Source: an optimization exercise on an open RTL-to-GDS flow (aim: small area, a short achievable clock period and few clock cycles per item). Production flows keep margins and buffers that such runs may drop. No run shown here included a check of the RTL's function; only the layout flow was run. Power and IR drop assume default switching activity.

==> flow/run.sh <==
#!/bin/bash
set -e
echo "export SETUP_SLACK_MARGIN = 6.6" >> "$FLOW_CONFIG"
echo "export BUFFER_PORTS_ARGS = -buffer_cell sky130_fd_sc_hd__buf_2" >> "$FLOW_CONFIG"
bash standard.sh > standard.log 2>&1
==> standard.sh <==
#!/bin/bash
# synth_recipe.tcl (not shown) runs the flow's synth.tcl, then flattens the netlist and writes it again
# the make line also repeats each setting of config.mk as NAME=value (left out here)
make -C /OpenROAD-flow-scripts/flow DESIGN_CONFIG=/design/flow/config.mk WORK_HOME=/design/flow/orfs CLKGATE_MAP_FILE= SYNTH_SCRIPT=/design/flow/synth_recipe.tcl "${@:-finish}"
==> config.mk <==
export PLATFORM = sky130hd
export DESIGN_NAME = requant_pack
export DESIGN_NICKNAME = requant_pack
export VERILOG_FILES = /design/flow/design.v
export SDC_FILE = /design/flow/constraint.sdc
export NUM_CORES = 4
export LEC_CHECK = 0
export CAP_MARGIN = 20
export CORE_MARGIN = 2
export CORE_UTILIZATION = 40
export CTS_BUF_LIST = sky130_fd_sc_hd__clkbuf_8
export CTS_CLUSTER_DIAMETER = 60
export CTS_CLUSTER_SIZE = 20
export SLEW_MARGIN = 20
export SYNTH_HIERARCHICAL = 1
export SYNTH_MINIMUM_KEEP_SIZE = 0
export SETUP_SLACK_MARGIN = 6.6
export BUFFER_PORTS_ARGS = -buffer_cell sky130_fd_sc_hd__buf_2
==> constraint.sdc <==
create_clock -name core_clock -period 10.0 [get_ports {ACLK}]
set_input_delay 2.0000 -clock core_clock [delete_from_list [all_inputs] [get_ports {ACLK}]]
set_output_delay 2.0000 -clock core_clock [all_outputs]
set_load 0.01 [all_outputs]
==> design.v <==
module requant_pack #(
  parameter int MULT_W = 16,
  parameter int LANES  = 4
) (
  input  logic              ACLK,
  input  logic              ARESETN,
  input  logic [31:0]       SD_AXIS_TDATA,
  input  logic              SD_AXIS_TVALID,
  input  logic              SD_AXIS_TLAST,
  output logic              SD_AXIS_TREADY,
  input  logic [MULT_W-1:0] CFG_MULT,
  input  logic [4:0]        CFG_SHIFT,
  input  logic [7:0]        CFG_ZP,
  output logic [31:0]       MO_AXIS_TDATA,
  output logic [3:0]        MO_AXIS_TKEEP,
  output logic              MO_AXIS_TLAST,
  output logic              MO_AXIS_TVALID,
  input  logic              MO_AXIS_TREADY
);
  logic [7:0] p1_q, p2_q, n1_q;    
  logic       t8_q;                
  logic [4:0] sh_q;
  logic [7:0] zp_q;
  logic [7:0] rp1, rp2, rn1;
  logic [8:0] rc;                  
  logic [7:0] rg, rpp, rcy;
  always_comb begin
    for (int j = 0; j < 8; j++) begin
      rg[j]  = CFG_MULT[2*j+1] & CFG_MULT[2*j];
      rpp[j] = CFG_MULT[2*j+1];
    end
  end
  rp_ks8c u_rcarry (.g(rg), .p(rpp), .c(rcy));
  always_comb begin
    rc = {rcy, 1'b0};
    for (int j = 0; j < 8; j++) begin
      rp1[j]   = (CFG_MULT[2*j +: 2] == 2'd1 && !rc[j]) || (CFG_MULT[2*j +: 2] == 2'd0 && rc[j]);
      rp2[j]   = (CFG_MULT[2*j +: 2] == 2'd2 && !rc[j]) || (CFG_MULT[2*j +: 2] == 2'd1 && rc[j]);
      rn1[j]   = (CFG_MULT[2*j +: 2] == 2'd3 && !rc[j]) || (CFG_MULT[2*j +: 2] == 2'd2 && rc[j]);
    end
  end
  always_ff @(posedge ACLK) begin
    p1_q <= rp1;
    p2_q <= rp2;
    n1_q <= rn1;
    t8_q <= rc[8];
    sh_q <= CFG_SHIFT;
    zp_q <= CFG_ZP;
  end
  logic       in_xfer;
  logic [3:0] cred_q;
  logic       rdy_q;
  logic       pack;            
  logic [3:0] cred_d;
  assign SD_AXIS_TREADY = rdy_q;
  assign in_xfer        = SD_AXIS_TVALID && rdy_q;
  always_comb begin
    cred_d = cred_q;
    if (in_xfer && !pack)      cred_d = {cred_q[2:0], 1'b1};
    else if (!in_xfer && pack) cred_d = {1'b0, cred_q[3:1]};
  end
  always_ff @(posedge ACLK or negedge ARESETN) begin
    if (!ARESETN) begin
      cred_q <= 4'd0;
      rdy_q  <= 1'b1;
    end else begin
      cred_q <= cred_d;
      rdy_q  <= !cred_d[3];
    end
  end
  logic [31:0] a_q;
  logic        v1_q, l1_q;
  always_ff @(posedge ACLK) begin
    a_q  <= SD_AXIS_TDATA;
    l1_q <= SD_AXIS_TLAST;
  end
  logic [32:0] ax, ax2;
  logic [32:0] nr0, nr1, nr2, nr3, nr4, nr5, nr6, nr7;
  logic [31:0] nr8;
  logic        pr032, pr132, pr232, pr332, pr432, pr532, pr632, pr732, pr831;
  logic [7:0]  nneg;
  assign ax  = {a_q[31], a_q};
  assign ax2 = {a_q, 1'b0};
  logic [32:0] nax;
  assign nax = ~ax;
  for (genvar i = 0; i < 33; i++) begin : g_sel0
    rp_sel u (.d1(p1_q[0]), .a1(ax[i]), .d2(p2_q[0]), .a2(ax2[i]), .dn(n1_q[0]), .an(nax[i]),
              .y(nr0[i]));
  end
  for (genvar i = 0; i < 33; i++) begin : g_sel1
    rp_sel u (.d1(p1_q[1]), .a1(ax[i]), .d2(p2_q[1]), .a2(ax2[i]), .dn(n1_q[1]), .an(nax[i]),
              .y(nr1[i]));
  end
  for (genvar i = 0; i < 33; i++) begin : g_sel2
    rp_sel u (.d1(p1_q[2]), .a1(ax[i]), .d2(p2_q[2]), .a2(ax2[i]), .dn(n1_q[2]), .an(nax[i]),
              .y(nr2[i]));
  end
  for (genvar i = 0; i < 33; i++) begin : g_sel3
    rp_sel u (.d1(p1_q[3]), .a1(ax[i]), .d2(p2_q[3]), .a2(ax2[i]), .dn(n1_q[3]), .an(nax[i]),
              .y(nr3[i]));
  end
  for (genvar i = 0; i < 33; i++) begin : g_sel4
    rp_sel u (.d1(p1_q[4]), .a1(ax[i]), .d2(p2_q[4]), .a2(ax2[i]), .dn(n1_q[4]), .an(nax[i]),
              .y(nr4[i]));
  end
  for (genvar i = 0; i < 33; i++) begin : g_sel5
    rp_sel u (.d1(p1_q[5]), .a1(ax[i]), .d2(p2_q[5]), .a2(ax2[i]), .dn(n1_q[5]), .an(nax[i]),
              .y(nr5[i]));
  end
  for (genvar i = 0; i < 33; i++) begin : g_sel6
    rp_sel u (.d1(p1_q[6]), .a1(ax[i]), .d2(p2_q[6]), .a2(ax2[i]), .dn(n1_q[6]), .an(nax[i]),
              .y(nr6[i]));
  end
  for (genvar i = 0; i < 33; i++) begin : g_sel7
    rp_sel u (.d1(p1_q[7]), .a1(ax[i]), .d2(p2_q[7]), .a2(ax2[i]), .dn(n1_q[7]), .an(nax[i]),
              .y(nr7[i]));
  end
  assign nr8 = ~({32{t8_q}} & a_q);
  assign pr032 = ~nr0[32];
  assign pr132 = ~nr1[32];
  assign pr232 = ~nr2[32];
  assign pr332 = ~nr3[32];
  assign pr432 = ~nr4[32];
  assign pr532 = ~nr5[32];
  assign pr632 = ~nr6[32];
  assign pr732 = ~nr7[32];
  assign pr831 = ~nr8[31];
  assign nneg  = ~n1_q;
  logic ts1, tc1, ts2, tc2, ts3, tc3, ts4, tc4, ts5, tc5, ts6, tc6;
  logic ts7, tc7, ts8, tc8, ts9, tc9, ts10, tc10, ts11, tc11, ts12, tc12;
  logic ts13, tc13, ts14, tc14, ts15, tc15, ts16, tc16, ts17, tc17, ts18, tc18;
  logic ts19, tc19, ts20, tc20, ts21, tc21, ts22, tc22, ts23, tc23, ts24, tc24;
  logic ts25, tc25, ts26, tc26, ts27, tc27, ts28, tc28, ts29, tc29, ts30, tc30;
  logic ts31, tc31, ts32, tc32, ts33, tc33, ts34, tc34, ts35, tc35, ts36, tc36;
  logic ts37, tc37, ts38, tc38, ts39, tc39, ts40, tc40, ts41, tc41, ts42, tc42;
  logic ts43, tc43, ts44, tc44, ts45, tc45, ts46, tc46, ts47, tc47, ts48, tc48;
  logic ts49, tc49, ts50, tc50, ts51, tc51, ts52, tc52, ts53, tc53, ts54, tc54;
  logic ts55, tc55, ts56, tc56, ts57, tc57, ts58, tc58, ts59, tc59, ts60, tc60;
  logic ts61, tc61, ts62, tc62, ts63, tc63, ts64, tc64, ts65, tc65, ts66, tc66;
  logic ts67, tc67, ts68, tc68, ts69, tc69, ts70, tc70, ts71, tc71, ts72, tc72;
  logic ts73, tc73, ts74, tc74, ts75, tc75, ts76, tc76, ts77, tc77, ts78, tc78;
  logic ts79, tc79, ts80, tc80, ts81, tc81, ts82, tc82, ts83, tc83, ts84, tc84;
  logic ts85, tc85, ts86, tc86, ts87, tc87, ts88, tc88, ts89, tc89, ts90, tc90;
  logic ts91, tc91, ts92, tc92, ts93, tc93, ts94, tc94, ts95, tc95, ts96, tc96;
  logic ts97, tc97, ts98, tc98, ts99, tc99, ts100, tc100, ts101, tc101, ts102, tc102;
  logic ts103, tc103, ts104, tc104, ts105, tc105, ts106, tc106, ts107, tc107, ts108, tc108;
  logic ts109, tc109, ts110, tc110, ts111, tc111, ts112, tc112, ts113, tc113, ts114, tc114;
  logic ts115, tc115, ts116, tc116, ts117, tc117, ts118, tc118, ts119, tc119, ts120, tc120;
  logic ts121, tc121, ts122, tc122, ts123, tc123, ts124, tc124, ts125, tc125, ts126, tc126;
  logic ts127, tc127, ts128, tc128, ts129, tc129, ts130, tc130, ts131, tc131, ts132, tc132;
  logic ts133, tc133, ts134, tc134, ts135, tc135, ts136, tc136, ts137, tc137, ts138, tc138;
  logic ts139, tc139, ts140, tc140, ts141, tc141, ts142, tc142, ts143, tc143, ts144, tc144;
  logic ts145, tc145, ts146, tc146, ts147, tc147, ts148, tc148, ts149, tc149, ts150, tc150;
  logic ts151, tc151, ts152, tc152, ts153, tc153, ts154, tc154, ts155, tc155, ts156, tc156;
  logic ts157, tc157, ts158, tc158, ts159, tc159, ts160, tc160, ts161, tc161, ts162, tc162;
  logic ts163, tc163, ts164, tc164, ts165, tc165, ts166, tc166, ts167, tc167, ts168, tc168;
  logic ts169, tc169, ts170, tc170, ts171, tc171, ts172, tc172, ts173, tc173, ts174, tc174;
  logic ts175, tc175, ts176, tc176, ts177, tc177, ts178, tc178, ts179, tc179, ts180, tc180;
  logic ts181, tc181, ts182, tc182, ts183, tc183, ts184, tc184, ts185, tc185, ts186, tc186;
  logic ts187, tc187, ts188, tc188, ts189, tc189, ts190, tc190, ts191, tc191, ts192, tc192;
  logic ts193, tc193, ts194, tc194, ts195, tc195, ts196, tc196, ts197, tc197, ts198, tc198;
  logic ts199, tc199, ts200, tc200, ts201, tc201, ts202, tc202, ts203, tc203, ts204, tc204;
  logic ts205, tc205, ts206, tc206, ts207, tc207, ts208, tc208, ts209, tc209, ts210, tc210;
  logic ts211, tc211, ts212, tc212, ts213, tc213, ts214, tc214, ts215, tc215, ts216, tc216;
  logic ts217, tc217, ts218, tc218, ts219, tc219, ts220, tc220, ts221, tc221, ts222, tc222;
  logic ts223, tc223, ts224, tc224, ts225, tc225, ts226, tc226, ts227, tc227, ts228, tc228;
  logic ts229, tc229, ts230, tc230, ts231, tc231, ts232, tc232, ts233, tc233, ts234, tc234;
  logic ts235, tc235, ts236, tc236, ts237, tc237;
  rp_fa u_fa1 (.x(nr0[10]), .y(nr1[8]), .z(1'b1), .s(ts1), .c(tc1));
  rp_fa u_fa2 (.x(nr0[11]), .y(nr1[9]), .z(1'b1), .s(ts2), .c(tc2));
  rp_fa u_fa3 (.x(nr0[12]), .y(nr1[10]), .z(nr2[8]), .s(ts3), .c(tc3));
  rp_fa u_fa4 (.x(nr3[6]), .y(nr4[4]), .z(1'b1), .s(ts4), .c(tc4));
  rp_fa u_fa5 (.x(nr0[13]), .y(nr1[11]), .z(nr2[9]), .s(ts5), .c(tc5));
  rp_fa u_fa6 (.x(nr3[7]), .y(nr4[5]), .z(1'b1), .s(ts6), .c(tc6));
  rp_fa u_fa7 (.x(nr0[14]), .y(nr1[12]), .z(nr2[10]), .s(ts7), .c(tc7));
  rp_fa u_fa8 (.x(nr3[8]), .y(nr4[6]), .z(nr5[4]), .s(ts8), .c(tc8));
  rp_fa u_fa9 (.x(nr6[2]), .y(nr7[0]), .z(1'b1), .s(ts9), .c(tc9));
  rp_fa u_fa10 (.x(nr0[15]), .y(nr1[13]), .z(nr2[11]), .s(ts10), .c(tc10));
  rp_fa u_fa11 (.x(nr3[9]), .y(nr4[7]), .z(nr5[5]), .s(ts11), .c(tc11));
  rp_fa u_fa12 (.x(nr6[3]), .y(nr7[1]), .z(1'b1), .s(ts12), .c(tc12));
  rp_fa u_fa13 (.x(nr0[16]), .y(nr1[14]), .z(nr2[12]), .s(ts13), .c(tc13));
  rp_fa u_fa14 (.x(nr3[10]), .y(nr4[8]), .z(nr5[6]), .s(ts14), .c(tc14));
  rp_fa u_fa15 (.x(nr6[4]), .y(nr7[2]), .z(nr8[0]), .s(ts15), .c(tc15));
  rp_fa u_fa16 (.x(nr0[17]), .y(nr1[15]), .z(nr2[13]), .s(ts16), .c(tc16));
  rp_fa u_fa17 (.x(nr3[11]), .y(nr4[9]), .z(nr5[7]), .s(ts17), .c(tc17));
  rp_fa u_fa18 (.x(nr6[5]), .y(nr7[3]), .z(nr8[1]), .s(ts18), .c(tc18));
  rp_fa u_fa19 (.x(nr0[18]), .y(nr1[16]), .z(nr2[14]), .s(ts19), .c(tc19));
  rp_fa u_fa20 (.x(nr3[12]), .y(nr4[10]), .z(nr5[8]), .s(ts20), .c(tc20));
  rp_fa u_fa21 (.x(nr6[6]), .y(nr7[4]), .z(nr8[2]), .s(ts21), .c(tc21));
  rp_fa u_fa22 (.x(nr0[19]), .y(nr1[17]), .z(nr2[15]), .s(ts22), .c(tc22));
  rp_fa u_fa23 (.x(nr3[13]), .y(nr4[11]), .z(nr5[9]), .s(ts23), .c(tc23));
  rp_fa u_fa24 (.x(nr6[7]), .y(nr7[5]), .z(nr8[3]), .s(ts24), .c(tc24));
  rp_fa u_fa25 (.x(nr0[20]), .y(nr1[18]), .z(nr2[16]), .s(ts25), .c(tc25));
  rp_fa u_fa26 (.x(nr3[14]), .y(nr4[12]), .z(nr5[10]), .s(ts26), .c(tc26));
  rp_fa u_fa27 (.x(nr6[8]), .y(nr7[6]), .z(nr8[4]), .s(ts27), .c(tc27));
  rp_fa u_fa28 (.x(nr0[21]), .y(nr1[19]), .z(nr2[17]), .s(ts28), .c(tc28));
  rp_fa u_fa29 (.x(nr3[15]), .y(nr4[13]), .z(nr5[11]), .s(ts29), .c(tc29));
  rp_fa u_fa30 (.x(nr6[9]), .y(nr7[7]), .z(nr8[5]), .s(ts30), .c(tc30));
  rp_fa u_fa31 (.x(nr0[22]), .y(nr1[20]), .z(nr2[18]), .s(ts31), .c(tc31));
  rp_fa u_fa32 (.x(nr3[16]), .y(nr4[14]), .z(nr5[12]), .s(ts32), .c(tc32));
  rp_fa u_fa33 (.x(nr6[10]), .y(nr7[8]), .z(nr8[6]), .s(ts33), .c(tc33));
  rp_fa u_fa34 (.x(nr0[23]), .y(nr1[21]), .z(nr2[19]), .s(ts34), .c(tc34));
  rp_fa u_fa35 (.x(nr3[17]), .y(nr4[15]), .z(nr5[13]), .s(ts35), .c(tc35));
  rp_fa u_fa36 (.x(nr6[11]), .y(nr7[9]), .z(nr8[7]), .s(ts36), .c(tc36));
  rp_fa u_fa37 (.x(nr0[24]), .y(nr1[22]), .z(nr2[20]), .s(ts37), .c(tc37));
  rp_fa u_fa38 (.x(nr3[18]), .y(nr4[16]), .z(nr5[14]), .s(ts38), .c(tc38));
  rp_fa u_fa39 (.x(nr6[12]), .y(nr7[10]), .z(nr8[8]), .s(ts39), .c(tc39));
  rp_fa u_fa40 (.x(nr0[25]), .y(nr1[23]), .z(nr2[21]), .s(ts40), .c(tc40));
  rp_fa u_fa41 (.x(nr3[19]), .y(nr4[17]), .z(nr5[15]), .s(ts41), .c(tc41));
  rp_fa u_fa42 (.x(nr6[13]), .y(nr7[11]), .z(nr8[9]), .s(ts42), .c(tc42));
  rp_fa u_fa43 (.x(nr0[26]), .y(nr1[24]), .z(nr2[22]), .s(ts43), .c(tc43));
  rp_fa u_fa44 (.x(nr3[20]), .y(nr4[18]), .z(nr5[16]), .s(ts44), .c(tc44));
  rp_fa u_fa45 (.x(nr6[14]), .y(nr7[12]), .z(nr8[10]), .s(ts45), .c(tc45));
  rp_fa u_fa46 (.x(nr0[27]), .y(nr1[25]), .z(nr2[23]), .s(ts46), .c(tc46));
  rp_fa u_fa47 (.x(nr3[21]), .y(nr4[19]), .z(nr5[17]), .s(ts47), .c(tc47));
  rp_fa u_fa48 (.x(nr6[15]), .y(nr7[13]), .z(nr8[11]), .s(ts48), .c(tc48));
  rp_fa u_fa49 (.x(nr0[28]), .y(nr1[26]), .z(nr2[24]), .s(ts49), .c(tc49));
  rp_fa u_fa50 (.x(nr3[22]), .y(nr4[20]), .z(nr5[18]), .s(ts50), .c(tc50));
  rp_fa u_fa51 (.x(nr6[16]), .y(nr7[14]), .z(nr8[12]), .s(ts51), .c(tc51));
  rp_fa u_fa52 (.x(nr0[29]), .y(nr1[27]), .z(nr2[25]), .s(ts52), .c(tc52));
  rp_fa u_fa53 (.x(nr3[23]), .y(nr4[21]), .z(nr5[19]), .s(ts53), .c(tc53));
  rp_fa u_fa54 (.x(nr6[17]), .y(nr7[15]), .z(nr8[13]), .s(ts54), .c(tc54));
  rp_fa u_fa55 (.x(nr0[30]), .y(nr1[28]), .z(nr2[26]), .s(ts55), .c(tc55));
  rp_fa u_fa56 (.x(nr3[24]), .y(nr4[22]), .z(nr5[20]), .s(ts56), .c(tc56));
  rp_fa u_fa57 (.x(nr6[18]), .y(nr7[16]), .z(nr8[14]), .s(ts57), .c(tc57));
  rp_fa u_fa58 (.x(nr0[31]), .y(nr1[29]), .z(nr2[27]), .s(ts58), .c(tc58));
  rp_fa u_fa59 (.x(nr3[25]), .y(nr4[23]), .z(nr5[21]), .s(ts59), .c(tc59));
  rp_fa u_fa60 (.x(nr6[19]), .y(nr7[17]), .z(nr8[15]), .s(ts60), .c(tc60));
  rp_fa u_fa61 (.x(nr1[30]), .y(nr2[28]), .z(nr3[26]), .s(ts61), .c(tc61));
  rp_fa u_fa62 (.x(nr4[24]), .y(nr5[22]), .z(nr6[20]), .s(ts62), .c(tc62));
  rp_fa u_fa63 (.x(nr7[18]), .y(nr8[16]), .z(nr0[32]), .s(ts63), .c(tc63));
  rp_fa u_fa64 (.x(nr1[31]), .y(nr2[29]), .z(nr3[27]), .s(ts64), .c(tc64));
  rp_fa u_fa65 (.x(nr4[25]), .y(nr5[23]), .z(nr6[21]), .s(ts65), .c(tc65));
  rp_fa u_fa66 (.x(nr7[19]), .y(nr8[17]), .z(nr0[32]), .s(ts66), .c(tc66));
  rp_fa u_fa67 (.x(pr132), .y(nr2[30]), .z(nr3[28]), .s(ts67), .c(tc67));
  rp_fa u_fa68 (.x(nr4[26]), .y(nr5[24]), .z(nr6[22]), .s(ts68), .c(tc68));
  rp_fa u_fa69 (.x(nr7[20]), .y(nr8[18]), .z(pr032), .s(ts69), .c(tc69));
  rp_fa u_fa70 (.x(nr2[31]), .y(nr3[29]), .z(nr4[27]), .s(ts70), .c(tc70));
  rp_fa u_fa71 (.x(nr5[25]), .y(nr6[23]), .z(nr7[21]), .s(ts71), .c(tc71));
  rp_fa u_fa72 (.x(nr8[19]), .y(1'b0), .z(1'b1), .s(ts72), .c(tc72));
  rp_fa u_fa73 (.x(pr232), .y(nr3[30]), .z(nr4[28]), .s(ts73), .c(tc73));
  rp_fa u_fa74 (.x(nr5[26]), .y(nr6[24]), .z(nr7[22]), .s(ts74), .c(tc74));
  rp_fa u_fa75 (.x(nr3[31]), .y(nr4[29]), .z(nr5[27]), .s(ts75), .c(tc75));
  rp_fa u_fa76 (.x(nr6[25]), .y(nr7[23]), .z(1'b1), .s(ts76), .c(tc76));
  rp_fa u_fa77 (.x(pr332), .y(nr4[30]), .z(nr5[28]), .s(ts77), .c(tc77));
  rp_fa u_fa78 (.x(nr4[31]), .y(nr5[29]), .z(1'b1), .s(ts78), .c(tc78));
  rp_fa u_fa79 (.x(nr0[6]), .y(nr1[4]), .z(1'b1), .s(ts79), .c(tc79));
  rp_fa u_fa80 (.x(nr0[7]), .y(nr1[5]), .z(1'b1), .s(ts80), .c(tc80));
  rp_fa u_fa81 (.x(nr0[8]), .y(nr1[6]), .z(nr2[4]), .s(ts81), .c(tc81));
  rp_fa u_fa82 (.x(nr3[2]), .y(nr4[0]), .z(1'b1), .s(ts82), .c(tc82));
  rp_fa u_fa83 (.x(nr0[9]), .y(nr1[7]), .z(nr2[5]), .s(ts83), .c(tc83));
  rp_fa u_fa84 (.x(nr3[3]), .y(nr4[1]), .z(1'b1), .s(ts84), .c(tc84));
  rp_fa u_fa85 (.x(nr2[6]), .y(nr3[4]), .z(nr4[2]), .s(ts85), .c(tc85));
  rp_fa u_fa86 (.x(nr5[0]), .y(nneg[5]), .z(ts1), .s(ts86), .c(tc86));
  rp_fa u_fa87 (.x(nr2[7]), .y(nr3[5]), .z(nr4[3]), .s(ts87), .c(tc87));
  rp_fa u_fa88 (.x(nr5[1]), .y(tc1), .z(ts2), .s(ts88), .c(tc88));
  rp_fa u_fa89 (.x(nr5[2]), .y(nr6[0]), .z(nneg[6]), .s(ts89), .c(tc89));
  rp_fa u_fa90 (.x(tc2), .y(ts3), .z(ts4), .s(ts90), .c(tc90));
  rp_fa u_fa91 (.x(nr5[3]), .y(nr6[1]), .z(tc3), .s(ts91), .c(tc91));
  rp_fa u_fa92 (.x(tc4), .y(ts5), .z(ts6), .s(ts92), .c(tc92));
  rp_fa u_fa93 (.x(nneg[7]), .y(tc5), .z(tc6), .s(ts93), .c(tc93));
  rp_fa u_fa94 (.x(ts7), .y(ts8), .z(ts9), .s(ts94), .c(tc94));
  rp_fa u_fa95 (.x(tc7), .y(tc8), .z(tc9), .s(ts95), .c(tc95));
  rp_fa u_fa96 (.x(ts10), .y(ts11), .z(ts12), .s(ts96), .c(tc96));
  rp_fa u_fa97 (.x(tc10), .y(tc11), .z(tc12), .s(ts97), .c(tc97));
  rp_fa u_fa98 (.x(ts13), .y(ts14), .z(ts15), .s(ts98), .c(tc98));
  rp_fa u_fa99 (.x(tc13), .y(tc14), .z(tc15), .s(ts99), .c(tc99));
  rp_fa u_fa100 (.x(ts16), .y(ts17), .z(ts18), .s(ts100), .c(tc100));
  rp_fa u_fa101 (.x(tc16), .y(tc17), .z(tc18), .s(ts101), .c(tc101));
  rp_fa u_fa102 (.x(ts19), .y(ts20), .z(ts21), .s(ts102), .c(tc102));
  rp_fa u_fa103 (.x(tc19), .y(tc20), .z(tc21), .s(ts103), .c(tc103));
  rp_fa u_fa104 (.x(ts22), .y(ts23), .z(ts24), .s(ts104), .c(tc104));
  rp_fa u_fa105 (.x(tc22), .y(tc23), .z(tc24), .s(ts105), .c(tc105));
  rp_fa u_fa106 (.x(ts25), .y(ts26), .z(ts27), .s(ts106), .c(tc106));
  rp_fa u_fa107 (.x(tc25), .y(tc26), .z(tc27), .s(ts107), .c(tc107));
  rp_fa u_fa108 (.x(ts28), .y(ts29), .z(ts30), .s(ts108), .c(tc108));
  rp_fa u_fa109 (.x(tc28), .y(tc29), .z(tc30), .s(ts109), .c(tc109));
  rp_fa u_fa110 (.x(ts31), .y(ts32), .z(ts33), .s(ts110), .c(tc110));
  rp_fa u_fa111 (.x(tc31), .y(tc32), .z(tc33), .s(ts111), .c(tc111));
  rp_fa u_fa112 (.x(ts34), .y(ts35), .z(ts36), .s(ts112), .c(tc112));
  rp_fa u_fa113 (.x(tc34), .y(tc35), .z(tc36), .s(ts113), .c(tc113));
  rp_fa u_fa114 (.x(ts37), .y(ts38), .z(ts39), .s(ts114), .c(tc114));
  rp_fa u_fa115 (.x(tc37), .y(tc38), .z(tc39), .s(ts115), .c(tc115));
  rp_fa u_fa116 (.x(ts40), .y(ts41), .z(ts42), .s(ts116), .c(tc116));
  rp_fa u_fa117 (.x(tc40), .y(tc41), .z(tc42), .s(ts117), .c(tc117));
  rp_fa u_fa118 (.x(ts43), .y(ts44), .z(ts45), .s(ts118), .c(tc118));
  rp_fa u_fa119 (.x(tc43), .y(tc44), .z(tc45), .s(ts119), .c(tc119));
  rp_fa u_fa120 (.x(ts46), .y(ts47), .z(ts48), .s(ts120), .c(tc120));
  rp_fa u_fa121 (.x(tc46), .y(tc47), .z(tc48), .s(ts121), .c(tc121));
  rp_fa u_fa122 (.x(ts49), .y(ts50), .z(ts51), .s(ts122), .c(tc122));
  rp_fa u_fa123 (.x(tc49), .y(tc50), .z(tc51), .s(ts123), .c(tc123));
  rp_fa u_fa124 (.x(ts52), .y(ts53), .z(ts54), .s(ts124), .c(tc124));
  rp_fa u_fa125 (.x(tc52), .y(tc53), .z(tc54), .s(ts125), .c(tc125));
  rp_fa u_fa126 (.x(ts55), .y(ts56), .z(ts57), .s(ts126), .c(tc126));
  rp_fa u_fa127 (.x(tc55), .y(tc56), .z(tc57), .s(ts127), .c(tc127));
  rp_fa u_fa128 (.x(ts58), .y(ts59), .z(ts60), .s(ts128), .c(tc128));
  rp_fa u_fa129 (.x(tc58), .y(tc59), .z(tc60), .s(ts129), .c(tc129));
  rp_fa u_fa130 (.x(ts61), .y(ts62), .z(ts63), .s(ts130), .c(tc130));
  rp_fa u_fa131 (.x(tc61), .y(tc62), .z(tc63), .s(ts131), .c(tc131));
  rp_fa u_fa132 (.x(ts64), .y(ts65), .z(ts66), .s(ts132), .c(tc132));
  rp_fa u_fa133 (.x(tc64), .y(tc65), .z(tc66), .s(ts133), .c(tc133));
  rp_fa u_fa134 (.x(ts67), .y(ts68), .z(ts69), .s(ts134), .c(tc134));
  rp_fa u_fa135 (.x(tc67), .y(tc68), .z(tc69), .s(ts135), .c(tc135));
  rp_fa u_fa136 (.x(ts70), .y(ts71), .z(ts72), .s(ts136), .c(tc136));
  rp_fa u_fa137 (.x(nr8[20]), .y(tc70), .z(tc71), .s(ts137), .c(tc137));
  rp_fa u_fa138 (.x(tc72), .y(ts73), .z(ts74), .s(ts138), .c(tc138));
  rp_fa u_fa139 (.x(nr8[21]), .y(1'b0), .z(tc73), .s(ts139), .c(tc139));
  rp_fa u_fa140 (.x(tc74), .y(ts75), .z(ts76), .s(ts140), .c(tc140));
  rp_fa u_fa141 (.x(nr6[26]), .y(nr7[24]), .z(nr8[22]), .s(ts141), .c(tc141));
  rp_fa u_fa142 (.x(tc75), .y(tc76), .z(ts77), .s(ts142), .c(tc142));
  rp_fa u_fa143 (.x(nr6[27]), .y(nr7[25]), .z(nr8[23]), .s(ts143), .c(tc143));
  rp_fa u_fa144 (.x(1'b0), .y(tc77), .z(ts78), .s(ts144), .c(tc144));
  rp_fa u_fa145 (.x(pr432), .y(nr5[30]), .z(nr6[28]), .s(ts145), .c(tc145));
  rp_fa u_fa146 (.x(nr7[26]), .y(nr8[24]), .z(tc78), .s(ts146), .c(tc146));
  rp_fa u_fa147 (.x(nr5[31]), .y(nr6[29]), .z(nr7[27]), .s(ts147), .c(tc147));
  rp_fa u_fa148 (.x(nr8[25]), .y(1'b0), .z(1'b1), .s(ts148), .c(tc148));
  rp_fa u_fa149 (.x(pr532), .y(nr6[30]), .z(nr7[28]), .s(ts149), .c(tc149));
  rp_fa u_fa150 (.x(nr6[31]), .y(nr7[29]), .z(1'b1), .s(ts150), .c(tc150));
  rp_fa u_fa151 (.x(nr0[4]), .y(nr1[2]), .z(1'b1), .s(ts151), .c(tc151));
  rp_fa u_fa152 (.x(nr0[5]), .y(nr1[3]), .z(1'b1), .s(ts152), .c(tc152));
  rp_fa u_fa153 (.x(nr2[2]), .y(nr3[0]), .z(nneg[3]), .s(ts153), .c(tc153));
  rp_fa u_fa154 (.x(nr2[3]), .y(nr3[1]), .z(tc79), .s(ts154), .c(tc154));
  rp_fa u_fa155 (.x(nneg[4]), .y(tc80), .z(ts81), .s(ts155), .c(tc155));
  rp_fa u_fa156 (.x(tc81), .y(tc82), .z(ts83), .s(ts156), .c(tc156));
  rp_fa u_fa157 (.x(tc83), .y(tc84), .z(ts85), .s(ts157), .c(tc157));
  rp_fa u_fa158 (.x(tc85), .y(tc86), .z(ts87), .s(ts158), .c(tc158));
  rp_fa u_fa159 (.x(tc87), .y(tc88), .z(ts89), .s(ts159), .c(tc159));
  rp_fa u_fa160 (.x(tc89), .y(tc90), .z(ts91), .s(ts160), .c(tc160));
  rp_fa u_fa161 (.x(tc91), .y(tc92), .z(ts93), .s(ts161), .c(tc161));
  rp_fa u_fa162 (.x(tc93), .y(tc94), .z(ts95), .s(ts162), .c(tc162));
  rp_fa u_fa163 (.x(tc95), .y(tc96), .z(ts97), .s(ts163), .c(tc163));
  rp_fa u_fa164 (.x(tc97), .y(tc98), .z(ts99), .s(ts164), .c(tc164));
  rp_fa u_fa165 (.x(tc99), .y(tc100), .z(ts101), .s(ts165), .c(tc165));
  rp_fa u_fa166 (.x(tc101), .y(tc102), .z(ts103), .s(ts166), .c(tc166));
  rp_fa u_fa167 (.x(tc103), .y(tc104), .z(ts105), .s(ts167), .c(tc167));
  rp_fa u_fa168 (.x(tc105), .y(tc106), .z(ts107), .s(ts168), .c(tc168));
  rp_fa u_fa169 (.x(tc107), .y(tc108), .z(ts109), .s(ts169), .c(tc169));
  rp_fa u_fa170 (.x(tc109), .y(tc110), .z(ts111), .s(ts170), .c(tc170));
  rp_fa u_fa171 (.x(tc111), .y(tc112), .z(ts113), .s(ts171), .c(tc171));
  rp_fa u_fa172 (.x(tc113), .y(tc114), .z(ts115), .s(ts172), .c(tc172));
  rp_fa u_fa173 (.x(tc115), .y(tc116), .z(ts117), .s(ts173), .c(tc173));
  rp_fa u_fa174 (.x(tc117), .y(tc118), .z(ts119), .s(ts174), .c(tc174));
  rp_fa u_fa175 (.x(tc119), .y(tc120), .z(ts121), .s(ts175), .c(tc175));
  rp_fa u_fa176 (.x(tc121), .y(tc122), .z(ts123), .s(ts176), .c(tc176));
  rp_fa u_fa177 (.x(tc123), .y(tc124), .z(ts125), .s(ts177), .c(tc177));
  rp_fa u_fa178 (.x(tc125), .y(tc126), .z(ts127), .s(ts178), .c(tc178));
  rp_fa u_fa179 (.x(tc127), .y(tc128), .z(ts129), .s(ts179), .c(tc179));
  rp_fa u_fa180 (.x(tc129), .y(tc130), .z(ts131), .s(ts180), .c(tc180));
  rp_fa u_fa181 (.x(tc131), .y(tc132), .z(ts133), .s(ts181), .c(tc181));
  rp_fa u_fa182 (.x(tc133), .y(tc134), .z(ts135), .s(ts182), .c(tc182));
  rp_fa u_fa183 (.x(tc135), .y(tc136), .z(ts137), .s(ts183), .c(tc183));
  rp_fa u_fa184 (.x(tc137), .y(tc138), .z(ts139), .s(ts184), .c(tc184));
  rp_fa u_fa185 (.x(tc139), .y(tc140), .z(ts141), .s(ts185), .c(tc185));
  rp_fa u_fa186 (.x(tc141), .y(tc142), .z(ts143), .s(ts186), .c(tc186));
  rp_fa u_fa187 (.x(tc143), .y(tc144), .z(ts145), .s(ts187), .c(tc187));
  rp_fa u_fa188 (.x(tc145), .y(tc146), .z(ts147), .s(ts188), .c(tc188));
  rp_fa u_fa189 (.x(nr8[26]), .y(tc147), .z(tc148), .s(ts189), .c(tc189));
  rp_fa u_fa190 (.x(nr8[27]), .y(1'b0), .z(tc149), .s(ts190), .c(tc190));
  rp_fa u_fa191 (.x(pr632), .y(nr7[30]), .z(nr8[28]), .s(ts191), .c(tc191));
  rp_fa u_fa192 (.x(nr7[31]), .y(nr8[29]), .z(1'b1), .s(ts192), .c(tc192));
  rp_fa u_fa193 (.x(nr0[2]), .y(nr1[0]), .z(1'b1), .s(ts193), .c(tc193));
  rp_fa u_fa194 (.x(nr0[3]), .y(nr1[1]), .z(1'b1), .s(ts194), .c(tc194));
  rp_fa u_fa195 (.x(nr2[0]), .y(nneg[2]), .z(ts151), .s(ts195), .c(tc195));
  rp_fa u_fa196 (.x(nr2[1]), .y(tc151), .z(ts152), .s(ts196), .c(tc196));
  rp_fa u_fa197 (.x(ts79), .y(tc152), .z(ts153), .s(ts197), .c(tc197));
  rp_fa u_fa198 (.x(ts80), .y(tc153), .z(ts154), .s(ts198), .c(tc198));
  rp_fa u_fa199 (.x(ts82), .y(tc154), .z(ts155), .s(ts199), .c(tc199));
  rp_fa u_fa200 (.x(ts84), .y(tc155), .z(ts156), .s(ts200), .c(tc200));
  rp_fa u_fa201 (.x(ts86), .y(tc156), .z(ts157), .s(ts201), .c(tc201));
  rp_fa u_fa202 (.x(ts88), .y(tc157), .z(ts158), .s(ts202), .c(tc202));
  rp_fa u_fa203 (.x(ts90), .y(tc158), .z(ts159), .s(ts203), .c(tc203));
  rp_fa u_fa204 (.x(ts92), .y(tc159), .z(ts160), .s(ts204), .c(tc204));
  rp_fa u_fa205 (.x(ts94), .y(tc160), .z(ts161), .s(ts205), .c(tc205));
  rp_fa u_fa206 (.x(ts96), .y(tc161), .z(ts162), .s(ts206), .c(tc206));
  rp_fa u_fa207 (.x(ts98), .y(tc162), .z(ts163), .s(ts207), .c(tc207));
  rp_fa u_fa208 (.x(ts100), .y(tc163), .z(ts164), .s(ts208), .c(tc208));
  rp_fa u_fa209 (.x(ts102), .y(tc164), .z(ts165), .s(ts209), .c(tc209));
  rp_fa u_fa210 (.x(ts104), .y(tc165), .z(ts166), .s(ts210), .c(tc210));
  rp_fa u_fa211 (.x(ts106), .y(tc166), .z(ts167), .s(ts211), .c(tc211));
  rp_fa u_fa212 (.x(ts108), .y(tc167), .z(ts168), .s(ts212), .c(tc212));
  rp_fa u_fa213 (.x(ts110), .y(tc168), .z(ts169), .s(ts213), .c(tc213));
  rp_fa u_fa214 (.x(ts112), .y(tc169), .z(ts170), .s(ts214), .c(tc214));
  rp_fa u_fa215 (.x(ts114), .y(tc170), .z(ts171), .s(ts215), .c(tc215));
  rp_fa u_fa216 (.x(ts116), .y(tc171), .z(ts172), .s(ts216), .c(tc216));
  rp_fa u_fa217 (.x(ts118), .y(tc172), .z(ts173), .s(ts217), .c(tc217));
  rp_fa u_fa218 (.x(ts120), .y(tc173), .z(ts174), .s(ts218), .c(tc218));
  rp_fa u_fa219 (.x(ts122), .y(tc174), .z(ts175), .s(ts219), .c(tc219));
  rp_fa u_fa220 (.x(ts124), .y(tc175), .z(ts176), .s(ts220), .c(tc220));
  rp_fa u_fa221 (.x(ts126), .y(tc176), .z(ts177), .s(ts221), .c(tc221));
  rp_fa u_fa222 (.x(ts128), .y(tc177), .z(ts178), .s(ts222), .c(tc222));
  rp_fa u_fa223 (.x(ts130), .y(tc178), .z(ts179), .s(ts223), .c(tc223));
  rp_fa u_fa224 (.x(ts132), .y(tc179), .z(ts180), .s(ts224), .c(tc224));
  rp_fa u_fa225 (.x(ts134), .y(tc180), .z(ts181), .s(ts225), .c(tc225));
  rp_fa u_fa226 (.x(ts136), .y(tc181), .z(ts182), .s(ts226), .c(tc226));
  rp_fa u_fa227 (.x(ts138), .y(tc182), .z(ts183), .s(ts227), .c(tc227));
  rp_fa u_fa228 (.x(ts140), .y(tc183), .z(ts184), .s(ts228), .c(tc228));
  rp_fa u_fa229 (.x(ts142), .y(tc184), .z(ts185), .s(ts229), .c(tc229));
  rp_fa u_fa230 (.x(ts144), .y(tc185), .z(ts186), .s(ts230), .c(tc230));
  rp_fa u_fa231 (.x(ts146), .y(tc186), .z(ts187), .s(ts231), .c(tc231));
  rp_fa u_fa232 (.x(ts148), .y(tc187), .z(ts188), .s(ts232), .c(tc232));
  rp_fa u_fa233 (.x(ts149), .y(tc188), .z(ts189), .s(ts233), .c(tc233));
  rp_fa u_fa234 (.x(ts150), .y(tc189), .z(ts190), .s(ts234), .c(tc234));
  rp_fa u_fa235 (.x(tc150), .y(tc190), .z(ts191), .s(ts235), .c(tc235));
  rp_fa u_fa236 (.x(1'b0), .y(tc191), .z(ts192), .s(ts236), .c(tc236));
  rp_fa u_fa237 (.x(pr732), .y(nr8[30]), .z(tc192), .s(ts237), .c(tc237));
  logic [47:0] nra, nrb;
  assign nra = {pr831, tc236, tc235, tc234, tc233, tc232, tc231, tc230, tc229, tc228, tc227, tc226, tc225, tc224, tc223, tc222, tc221, tc220, tc219, tc218, tc217, tc216, tc215, tc214, tc213, tc212, tc211, tc210, tc209, tc208, tc207, tc206, tc205, tc204, tc203, tc202, tc201, tc200, tc199, tc198, tc197, tc196, tc195, tc194, tc193, nneg[1], nr0[1], nr0[0]};
  assign nrb = {tc237, ts237, ts236, ts235, ts234, ts233, ts232, ts231, ts230, ts229, ts228, ts227, ts226, ts225, ts224, ts223, ts222, ts221, ts220, ts219, ts218, ts217, ts216, ts215, ts214, ts213, ts212, ts211, ts210, ts209, ts208, ts207, ts206, ts205, ts204, ts203, ts202, ts201, ts200, ts199, ts198, ts197, ts196, ts195, ts194, ts193, 1'b1, nneg[0]};
  logic [47:0] nra_q, nrb_q;
  logic        v2_q, l2_q;
  always_ff @(posedge ACLK) begin
    nra_q <= nra;
    nrb_q <= nrb;
    l2_q  <= l1_q;
  end
  logic [47:0] p;
  logic [48:0] px;
  logic [12:0] win4;           
  logic [4:0]  gz, go;
  logic [47:0] psum;
  rp_add48 u_cpa (.x(nra_q), .y(nrb_q), .s(psum));
  assign p = ~psum;
  assign px = {p, 1'b0};
  always_comb begin
    win4 = 13'(px >> {sh_q[4:2], 2'b00});
    for (int g = 0; g < 5; g++) begin
      gz[g] = 1'b1;
      go[g] = 1'b1;
      for (int i = 8 + 8 * g; i < 16 + 8 * g && i < 47; i++) begin
        if (i >= 39 || 5'(i - 8) >= sh_q) begin
          gz[g] = gz[g] & ~p[i];
          go[g] = go[g] & p[i];
        end
      end
    end
  end
  logic [12:0] win4_q;
  logic [4:0]  gz_q, go_q;
  logic        sgn_q;
  logic        v3_q, l3_q;
  always_ff @(posedge ACLK) begin
    win4_q <= win4;
    gz_q   <= gz;
    go_q   <= go;
    sgn_q  <= p[47];
    l3_q   <= l2_q;
  end
  always_ff @(posedge ACLK or negedge ARESETN) begin
    if (!ARESETN) begin
      v1_q <= 1'b0;
      v2_q <= 1'b0;
      v3_q <= 1'b0;
    end else begin
      v1_q <= in_xfer;
      v2_q <= v1_q;
      v3_q <= v2_q;
    end
  end
  logic [9:0] win;             
  logic [9:0] v;
  logic [7:0] q;
  logic       ovf;
  assign ovf = sgn_q ? !(&go_q) : !(&gz_q);
  logic [9:0] zsum;
  rp_ks10 u_zadd (
    .x  ({win[9], win[9:1]}),
    .y  ({{2{zp_q[7]}}, zp_q}),
    .ci (win[0]),
    .s  (zsum)
  );
  always_comb begin
    win = 10'(win4_q >> sh_q[1:0]);
    v = zsum;
    if (ovf)                           q = sgn_q ? 8'h80 : 8'h7F;
    else if (!v[9] && v[8:7] != 2'b00) q = 8'h7F;
    else if (v[9] && v[8:7] != 2'b11)  q = 8'h80;
    else                               q = v[7:0];
  end
  logic [8:0] fifo_q [4];
  logic [2:0] wp_q, rp_q;
  logic       fempty;
  logic       can_pack, fifo_push, fifo_pop;
  logic [7:0] pq;
  logic       pl;
  assign fempty    = (wp_q == rp_q);
  assign can_pack  = !MO_AXIS_TVALID || MO_AXIS_TREADY;
  assign fifo_pop  = can_pack && !fempty;
  assign fifo_push = v3_q && !(can_pack && fempty);
  assign pack      = can_pack && (!fempty || v3_q);
  assign {pl, pq}  = fempty ? {l3_q, q} : fifo_q[rp_q[1:0]];
  always_ff @(posedge ACLK) begin
    if (fifo_push) fifo_q[wp_q[1:0]] <= {l3_q, q};
  end
  always_ff @(posedge ACLK or negedge ARESETN) begin
    if (!ARESETN) begin
      wp_q <= 3'd0;
      rp_q <= 3'd0;
    end else begin
      if (fifo_push) wp_q <= wp_q + 3'd1;
      if (fifo_pop)  rp_q <= rp_q + 3'd1;
    end
  end
  logic [31:0] tdata_q;
  logic [3:1]  tkeep_q;
  logic        tlast_q, tvalid_q;
  logic [1:0]  lane_q;
  logic        done;
  assign done = (lane_q == 2'd3) || pl;
  always_ff @(posedge ACLK) begin
    if (pack) begin
      for (int k = 0; k < 4; k++) begin
        if (lane_q == 2'(k))     tdata_q[8*k +: 8] <= pq;
        else if (lane_q < 2'(k)) tdata_q[8*k +: 8] <= 8'd0;
      end
      for (int k = 1; k < 4; k++) tkeep_q[k] <= (lane_q >= 2'(k));
      tlast_q <= pl;
    end
  end
  always_ff @(posedge ACLK or negedge ARESETN) begin
    if (!ARESETN) begin
      lane_q   <= 2'd0;
      tvalid_q <= 1'b0;
    end else begin
      if (pack) begin
        lane_q   <= done ? 2'd0 : lane_q + 2'd1;
        tvalid_q <= done;
      end else if (MO_AXIS_TREADY) begin
        tvalid_q <= 1'b0;
      end
    end
  end
  assign MO_AXIS_TDATA  = tdata_q;
  assign MO_AXIS_TKEEP  = {tkeep_q, 1'b1};
  assign MO_AXIS_TLAST  = tlast_q;
  assign MO_AXIS_TVALID = tvalid_q;
endmodule
module rp_fa (
  input  logic x,
  input  logic y,
  input  logic z,
  output logic s,
  output logic c
);
  assign s = x ^ y ^ z;
  assign c = (x & y) | (x & z) | (y & z);
endmodule
module rp_gp (
  input  logic gh,
  input  logic ph,
  input  logic gl,
  input  logic pl,
  output logic g,
  output logic p
);
  assign g = gh | (ph & gl);
  assign p = ph & pl;
endmodule
module rp_g (
  input  logic gh,
  input  logic ph,
  input  logic gl,
  output logic g
);
  assign g = gh | (ph & gl);
endmodule
module rp_ks8c (
  input  logic [7:0] g,
  input  logic [7:0] p,
  output logic [7:0] c
);
  logic [7:0] g1, p1, g2, p2;
  assign g1[0] = g[0];
  assign p1[0] = p[0];
  for (genvar j = 1; j < 8; j++) begin : l1
    rp_gp u (.gh(g[j]), .ph(p[j]), .gl(g[j-1]), .pl(p[j-1]), .g(g1[j]), .p(p1[j]));
  end
  assign g2[1:0] = g1[1:0];
  assign p2[1:0] = p1[1:0];
  for (genvar j = 2; j < 8; j++) begin : l2
    rp_gp u (.gh(g1[j]), .ph(p1[j]), .gl(g1[j-2]), .pl(p1[j-2]), .g(g2[j]), .p(p2[j]));
  end
  assign c[3:0] = g2[3:0];
  for (genvar j = 4; j < 8; j++) begin : l3
    rp_g u (.gh(g2[j]), .ph(p2[j]), .gl(g2[j-4]), .g(c[j]));
  end
endmodule
module rp_ks10 (
  input  logic [9:0] x,
  input  logic [9:0] y,
  input  logic       ci,
  output logic [9:0] s
);
  logic [9:0] g0, p0, g1, p1, g2, p2, g3, p3, c;
  assign p0 = x ^ y;
  rp_g u_b0 (.gh(x[0] & y[0]), .ph(p0[0]), .gl(ci), .g(g0[0]));
  assign g0[9:1] = x[9:1] & y[9:1];
  assign g1[0] = g0[0];
  assign p1[0] = p0[0];
  for (genvar i = 1; i < 10; i++) begin : l1
    rp_gp u (.gh(g0[i]), .ph(p0[i]), .gl(g0[i-1]), .pl(p0[i-1]), .g(g1[i]), .p(p1[i]));
  end
  assign g2[1:0] = g1[1:0];
  assign p2[1:0] = p1[1:0];
  for (genvar i = 2; i < 10; i++) begin : l2
    rp_gp u (.gh(g1[i]), .ph(p1[i]), .gl(g1[i-2]), .pl(p1[i-2]), .g(g2[i]), .p(p2[i]));
  end
  assign g3[3:0] = g2[3:0];
  assign p3[3:0] = p2[3:0];
  for (genvar i = 4; i < 10; i++) begin : l3
    rp_gp u (.gh(g2[i]), .ph(p2[i]), .gl(g2[i-4]), .pl(p2[i-4]), .g(g3[i]), .p(p3[i]));
  end
  assign c[7:0] = g3[7:0];
  for (genvar i = 8; i < 10; i++) begin : l4
    rp_g u (.gh(g3[i]), .ph(p3[i]), .gl(g3[i-8]), .g(c[i]));
  end
  assign s = p0 ^ {c[8:0], ci};
endmodule
module rp_sel (
  input  logic d1,
  input  logic a1,
  input  logic d2,
  input  logic a2,
  input  logic dn,
  input  logic an,
  output logic y
);
  assign y = ~((d1 & a1) | (d2 & a2) | (dn & an));
endmodule
module rp_add48 (
  input  logic [47:0] x,
  input  logic [47:0] y,
  output logic [47:0] s
);
  logic [48:0] t;
  assign t = {x, 1'b1} + {y, 1'b1};
  assign s = t[48:1];
endmodule
==> summary.md, run 1 <==
| Metric | Value |
|---|---|
| Most frequent CP cell | `a21o_1` |
| Total grt overflow | `0` |
| Finished Layout Cells | `2685` |
| Largest net degree at the start of global routing | `59` |
| Clock sink total | `between 200 and 300` |
| R2R depth | `14` |
| CP Cell Sequence | `buf_12 -> mux4_2 -> ha_4 -> a21o_1 -> a21o_1 -> a21o_1 -> a21o_1 -> xor3_1 -> a21boi_4 -> buf_12 -> a21oi_2 -> a21oi_2 -> o21ai_2 -> and2_1` |
| Routed Antenna Nets | `0` |
| Row cnt | `between 80 and 90` |
| Cells after DPL | `roughly 2500` |
| Crit Path Class | `register to register` |
| Clk pin slew, worst setup/hold paths | `~0.1 ns` |
| Ys Warns | `7` |
| Peak per-stage delay on the critical path | `0.53 ns` |
| Sum of buffers and inverters on the critical path | `2` |
| Fmax | `0.291 GHz` |
| Most frequent cells in the layout | `a222oi_1, fa_1, dfxtp_1` |
| Wire length per cell | `22.7 um` |
| GRT Total Usage | `0.219` |
| Worst path depth | `14` |
| Fin crit share | `0.343` |
| Worst slew pin tran | `1.21 ns` |
| Die Span Y | `approximately 230 um` |
| Final setup viols | `0` |
| Max stage delay cell, worst path | `mux4_2` |
| P_leak | `a little over 0.009 uW` |
| Core ar. | `~51000 um^2` |
| Final hold vios | `0` |
| Clock Skew | `~0.037 ns` |
| TNS Setup | `0 ns` |
| Hold Path Class | `register to register` |
| Number of remaining DRC errors | `0` |
| GPL Wtd Cong | `just under 0.9` |
| P&R area growth vs syn | `17.7%` |
| Fin nets | `~2400` |
| DRT Pass-1 Iters | `16` |
| Initial Utilization | `0.405` |
| Top Family by Delay on Critical Path | `compound AO/OA/AOI/OAI gates` |
| Post-route cell area | `24400 um^2` |
| Number of max-cap violations | `0` |
| First-pass GRT wire length | `roughly 94 mm` |
| Placed Area | `~22000 um^2` |
| Maximum fanout along the worst path | `4` |
| CP Capture Type | `register` |
| Maximum vdd ir drop | `approximately 0.18 mV` |
| Number of global-route vias before repair | `between 15000 and 20000` |
| TritonCTS Buffers | `29` |
| Post-DP HPWL | `approximately 42 mm` |
| IO buf count | `~100` |
| Outcome | `finished clean` |
| Clk buf depth | `3` |
| P per Cell Area | `approximately 380 nW/um^2` |
| Startpoint Class | `register` |
| Io pins | `roughly 110` |
| CP Data Arrival Time | `3.83 ns` |
| Routed via count | `between 15000 and 20000` |
| Most common cell after layout, fill and taps aside | `a222oi_1` |
| Crit path time final | `3.43 ns` |
| Clock root buffer | `clkbuf_8` |
| Wirelength, routed | `just over 60 mm` |
| Hold Buf Count CTS | `0` |
| H-Tree Depth | `1` |
| Post-Syn Instances | `around 1800` |
| Required time worst endpoint | `about 10 ns` |
| Setup WS post-layout | `between 6 and 7 ns` |
| Slew Limit Fails | `0` |
| Hold path depth | `0` |
| Initial antenna violation count | `1` |
| Mapped cell area | `a little over 20000 um^2` |
| Mapped Avg Cell Area | `11.8 um^2` |
| Layout cell share with drive strength beyond 1 | `0.232` |
| CTS tree | `yes` |
| RSZ-0062 raised after global routing | `true` |
| Vias per cell | `~6.4` |
| Max_slew headroom | `0.186` |
| Worst-Skew Late Latency | `around 0.66 ns` |
| Die W | `232 um` |
| Die area | `roughly 54000 um^2` |
| Dpl ws | `between 5 and 6 ns` |
| Iteration-0 DRC Markers | `around 3400` |
-- per-stage QoR --
step,hold WS (ns),util,power [uW]
after floorplan,0.310,-,5930
after global placement,0.316,0.432,7400
after detailed placement,0.318,0.432,7490
after CTS,0.339,0.456,8610
after global routing,0.350,0.476,9930
final,0.334,0.476,9210
-- flip-flops by register name (all words and copies together) (netlist names), 2 cells and up --
name and flops:
tdata_q 32, go_q 5, tkeep_q 3, n1_q 8
cred_q 4, a_q 32, gz_q 5, nra_q 48
fifo_q 36, sh_q 5, nrb_q 47, zp_q 8
win4_q 13, wp_q 3, p2_q 8, p1_q 8
lane_q 2, rp_q 3
-- what timing repair did --
item                       4_1_cts  5_1_grt
hold endpoints to repair         0        0
cloned                           0        0
resized for setup               83      114
pin swaps                       19       61
setup buffers                   14       70
setup endpoints to repair      144      112
-- worst paths after layout --
check                             start           to  slack [ns]
worst min-delay path               l1_q         l2_q        0.33
worst max register to register  sh_q[0]  tdata_q[17]        6.57
max in group asynchronous       ARESETN        rdy_q        8.42
min in group asynchronous       ARESETN      rp_q[2]        1.26
worst max-delay path            sh_q[0]  tdata_q[17]        6.57
worst min register to register     l1_q         l2_q        0.33
-- metal layers --
| layer | vias up | wire length [um] | track usage | share of wire |
|---|---|---|---|---|
| li1 | 7407 | - | - | - |
| met1 | 8381 | 23800 | 0.284 | 0.39 |
| met2 | 1143 | 28700 | 0.366 | 0.47 |
| met3 | 207 | 6350 | 0.0475 | 0.10 |
| met4 | 0 | 2120 | 0.0667 | 0.035 |
| met5 | - | 0 | 0 | 0 |
-- report_power, final --
part | leakage, uW | switching (uW) | internal [uW]
clock network | 0.000368 | 515 | 379
logic | 0.00640 | 3660 | 2760
registers | 0.00253 | 207 | 1690
total | 0.00930 | 4390 | 4820
-- cell type report --
cell class | count | area, um^2
fill | 4684 | 26900
clock buffer | 29 | 399
timing repair buffer | 215 | 1410
tap | 680 | 851
clock inverter | 24 | 349
multi-input combinational | 1364 | 14500
antenna | 1 | 2.50
sequential | 281 | 6560
inverter | 91 | 379
==> inputs of run 2 (changes only) <==
--- a/config.mk
+++ b/config.mk
@@ -8,8 +8,9 @@
 export CAP_MARGIN = 20
 export CORE_MARGIN = 2
-export CORE_UTILIZATION = 40
+export CORE_UTILIZATION = 50
 export CTS_BUF_LIST = sky130_fd_sc_hd__clkbuf_8
 export CTS_CLUSTER_DIAMETER = 60
 export CTS_CLUSTER_SIZE = 20
+export PLACE_DENSITY = 0.65
 export SLEW_MARGIN = 20
 export SYNTH_HIERARCHICAL = 1
==> run 2 against run 1 <==
Effect of this change:
- synthesized cell count unchanged
- critical path type unchanged
- clock power down 1%
- utilization up 11 points
==> summary.md, run 2 <==
| Metric | Value |
|---|---|
| Outcome | `finished clean` |
| Wirelength, routed | `about 60 mm` |
| Number of max-cap violations | `0` |
| P_leak | `between 0.009 and 0.01 uW` |
| Initial Utilization | `0.507` |
| Slew Limit Fails | `0` |
| Peak per-stage delay on the critical path | `roughly 0.53 ns` |
| Clock Power Share | `0.097` |
| Worst-Skew Late Latency | `approximately 0.64 ns` |
| Maximum fanout along the worst path | `5` |
| Worst slew pin tran | `1.14 ns` |
| GR Layer Usage met3 | `0.0611` |
| Crit path time final | `around 3.4 ns` |
| CP Data Arrival Time | `about 4.0 ns` |
| R2R depth | `13` |
| Mapped cell area | `20800 um^2` |
| P&R area growth vs syn | `15.9%` |
| Total grt overflow | `0` |
| Mapped Avg Cell Area | `around 12 um^2` |
| Vias per cell | `about 6.7` |
| Clk buf depth | `3` |
| Switching share of power | `0.477` |
| Clk pin slew, worst setup/hold paths | `about 0.10 ns` |
| CTS tree | `yes` |
| Iteration-0 DRC Markers | `3332` |
| Net switching power | `4330 uW` |
| Max stage delay cell, worst path | `or4_1` |
| GRT Total Usage | `0.269` |
| Reg with most FFs | `nra_q` |
| Required time worst endpoint | `roughly 11 ns` |
| Largest net degree at the start of global routing | `59` |
| Routed via count | `17200` |
| Number of global-route vias before repair | `between 15000 and 20000` |
| Wire length per cell | `between 20 and 25 um` |
| IO buf count | `between 100 and 150` |
| Number of remaining DRC errors | `0` |
| Core ar. | `roughly 40000 um^2` |
| Layout cell share with drive strength beyond 1 | `0.225` |
| Most frequent cells in the layout | `a222oi_1, fa_1, dfxtp_1` |
| Die area | `about 43000 um^2` |
| Max_slew headroom | `0.234` |
| First-pass GRT wire length | `roughly 95 mm` |
| Die W | `208 um` |
| Routed Antenna Nets | `0` |
| Maximum vdd ir drop | `between 0.15 and 0.2 mV` |
| RSZ-0062 raised after global routing | `true` |
| Fin nets | `about 2400` |
| Hold Path Class | `register to register` |
| Initial antenna violation count | `1` |
| Internal | `~4700 uW` |
| Dpl ws | `slightly below 6 ns` |
| Most frequent CP cell | `nor4_1` |
| Io pins | `between 100 and 150` |
| Met1 GRT Util | `0.364` |
| Final setup viols | `0` |
| Setup WS post-layout | `~6.6 ns` |
| Met2 Usage GRT | `0.439` |
| GRT busiest layer | `met2` |
| Hold path depth | `0` |
| H-Tree Depth | `1` |
| Fillcell total | `~3500` |
| Clock root buffer | `clkbuf_8` |
| Max reg flops | `between 40 and 50` |
| Clock sink total | `281` |
| Hold Slack | `roughly 0.33 ns` |
| Ys Warns | `7` |
| Reg2Reg Setup Slack | `roughly 6.6 ns` |
| CP Capture Type | `register` |
| GPL Wtd Cong | `0.887` |
| CP Cell Sequence | `ha_1 -> a21o_1 -> a31o_1 -> o211ai_1 -> buf_4 -> a31oi_2 -> o21ai_2 -> a21oi_2 -> nor4_1 -> nor2_1 -> xor2_1 -> or4_1 -> nor4_1` |
| Fmax | `~0.29 GHz` |
| Crit Path Class | `register to register` |
| Most common cell after layout, fill and taps aside | `a222oi_1` |
| Startpoint Class | `register` |
| TritonCTS Buffers | `29` |
| Power share of the combinational group | `0.695` |
| Post-DP HPWL | `40.9 mm` |
| DRT Pass-1 Iters | `19` |
| TNS Setup | `0 ns` |
| N_diodes | `0` |
| Clock Skew | `approximately 0.026 ns` |
| Fin crit share | `0.343` |
| Flop pwr share | `0.208` |
| Hold Buf Count CTS | `0` |
| Post-Syn Instances | `between 1500 and 2000` |
| Row cnt | `between 70 and 80` |
| P per Cell Area | `~380 nW/um^2` |
| Final hold vios | `0` |
| Die Span Y | `208 um` |
## run 2: changes by cell type in the layout (fill, tap and decap cells not counted), moves of 3 or more
cell | before | now
buf_4 | 104 | 113
ha_1 | 47 | 54
a21oi_4 | 9 | 4
clkinvlp_4 | 11 | 16
ha_4 | 14 | 9
a21oi_1 | 62 | 66
buf_6 | 5 | 2
clkinv_4 | 4 | 1
inv_2 | 3 | 0
nor4_1 | 2 | 5
## run 2: layout make-up
cell class                      count  area (um^2)  share of cell area
Clock buffer                       30          413              0.0172
Clock inverter                     24          332              0.0138
Inverter                           91          390              0.0162
Multi-Input combinational cell   1364        14300               0.593
Sequential cell                   281         6560               0.273
Tap cell                          532          666              0.0277
Timing Repair Buffer              220         1430              0.0593
## run 2: power by group through the flow
stage / registers [uW] / logic [uW] / clock network [uW]
2_1_floorplan: 1930 / 4000 / 0
3_5_place_dp: 1920 / 5560 / 0
4_1_cts: 1900 / 5770 / 911
3_3_place_gp: 1910 / 5460 / 0
5_1_grt: 1920 / 6900 / 952
6_report: 1880 / 6300 / 882
## run 2: final timing paths
path                          start        end
setup / recovery           nrb_q[4]    go_q[4]
hold / removal                 l1_q       l2_q
setup reg to reg           nrb_q[4]    go_q[4]
hold reg to reg                l1_q       l2_q
max in group asynchronous   ARESETN      rdy_q
min in group asynchronous   ARESETN  lane_q[0]
## run 2: metrics by stage
step | total power (uW) | utilization | std cells | instance area (um^2)
3_5_place_dp | 7480 | 0.538 | 2399 | 22000
4_1_cts | 8570 | 0.566 | 2472 | 23200
5_1_grt | 9770 | 0.588 | 2542 | 24100
3_3_place_gp | 7380 | 0.538 | 2399 | 22000
2_1_floorplan | 5930 | - | 1793 | 20900
6_report | 9060 | 0.588 | 2542 | 24100
## run 2: routing by layer
| metal | share of wire | vias to the layer above |
|---|---|---|
| li1 | - | 7415 |
| met1 | 0.39 | 8327 |
| met3 | 0.11 | 190 |
| met5 | 0 | - |
| met2 | 0.46 | 1220 |
| met4 | 0.035 | 0 |
## run 2: timing repair
| action | CTS | global route |
|---|---|---|
| setup endpoints to repair | 144 | 129 |
| pin swaps | 14 | 55 |
| setup buffers | 19 | 70 |
| gates resized for setup | 74 | 84 |
## run 2: worst max-delay path: cells and delay by family (launching register included)
family,cells,cell delay [ns]
fa+ha+maj,1,0.37
compound gates,6,1.10
xor+xnor,1,0.16
simple gates,4,1.20
buf+inv,1,0.16
flops,1,0.32

afterwards: timing with drivers on the ports:
In the flow no input, the clock included, has a driving cell. The finished layouts below were timed again as built, in two steps.
Step 1 assumes that a clkbuf_16 drives the clock port and a buf_2 every other input.
Step 2 moves the port delays by t, midway between the first and last clock arrival at a register: inputs arrive t later, outputs are due t later. That takes back most of the time a late clock gives input paths.
a / b / c = no drivers / after step 1 / after step 2; a / b = the first two.
| run | shift t [ns] | setup WS [ns] | worst setup path at the end | latest minus earliest clock arrival (ns) |
|---|---|---|---|---|
| run 1 | 0.693 | 6.569 / 6.569 / 6.243 | input to register | 0.044 / 0.043 |
| run 2 | 0.684 | 6.567 / 6.567 / 6.242 | input to register | 0.031 / 0.031 |
After both steps every run listed still meets setup and hold. The setup slack of run 1, which loses most, moves by 0.000 ns with the drivers and by -0.326 ns with both steps.
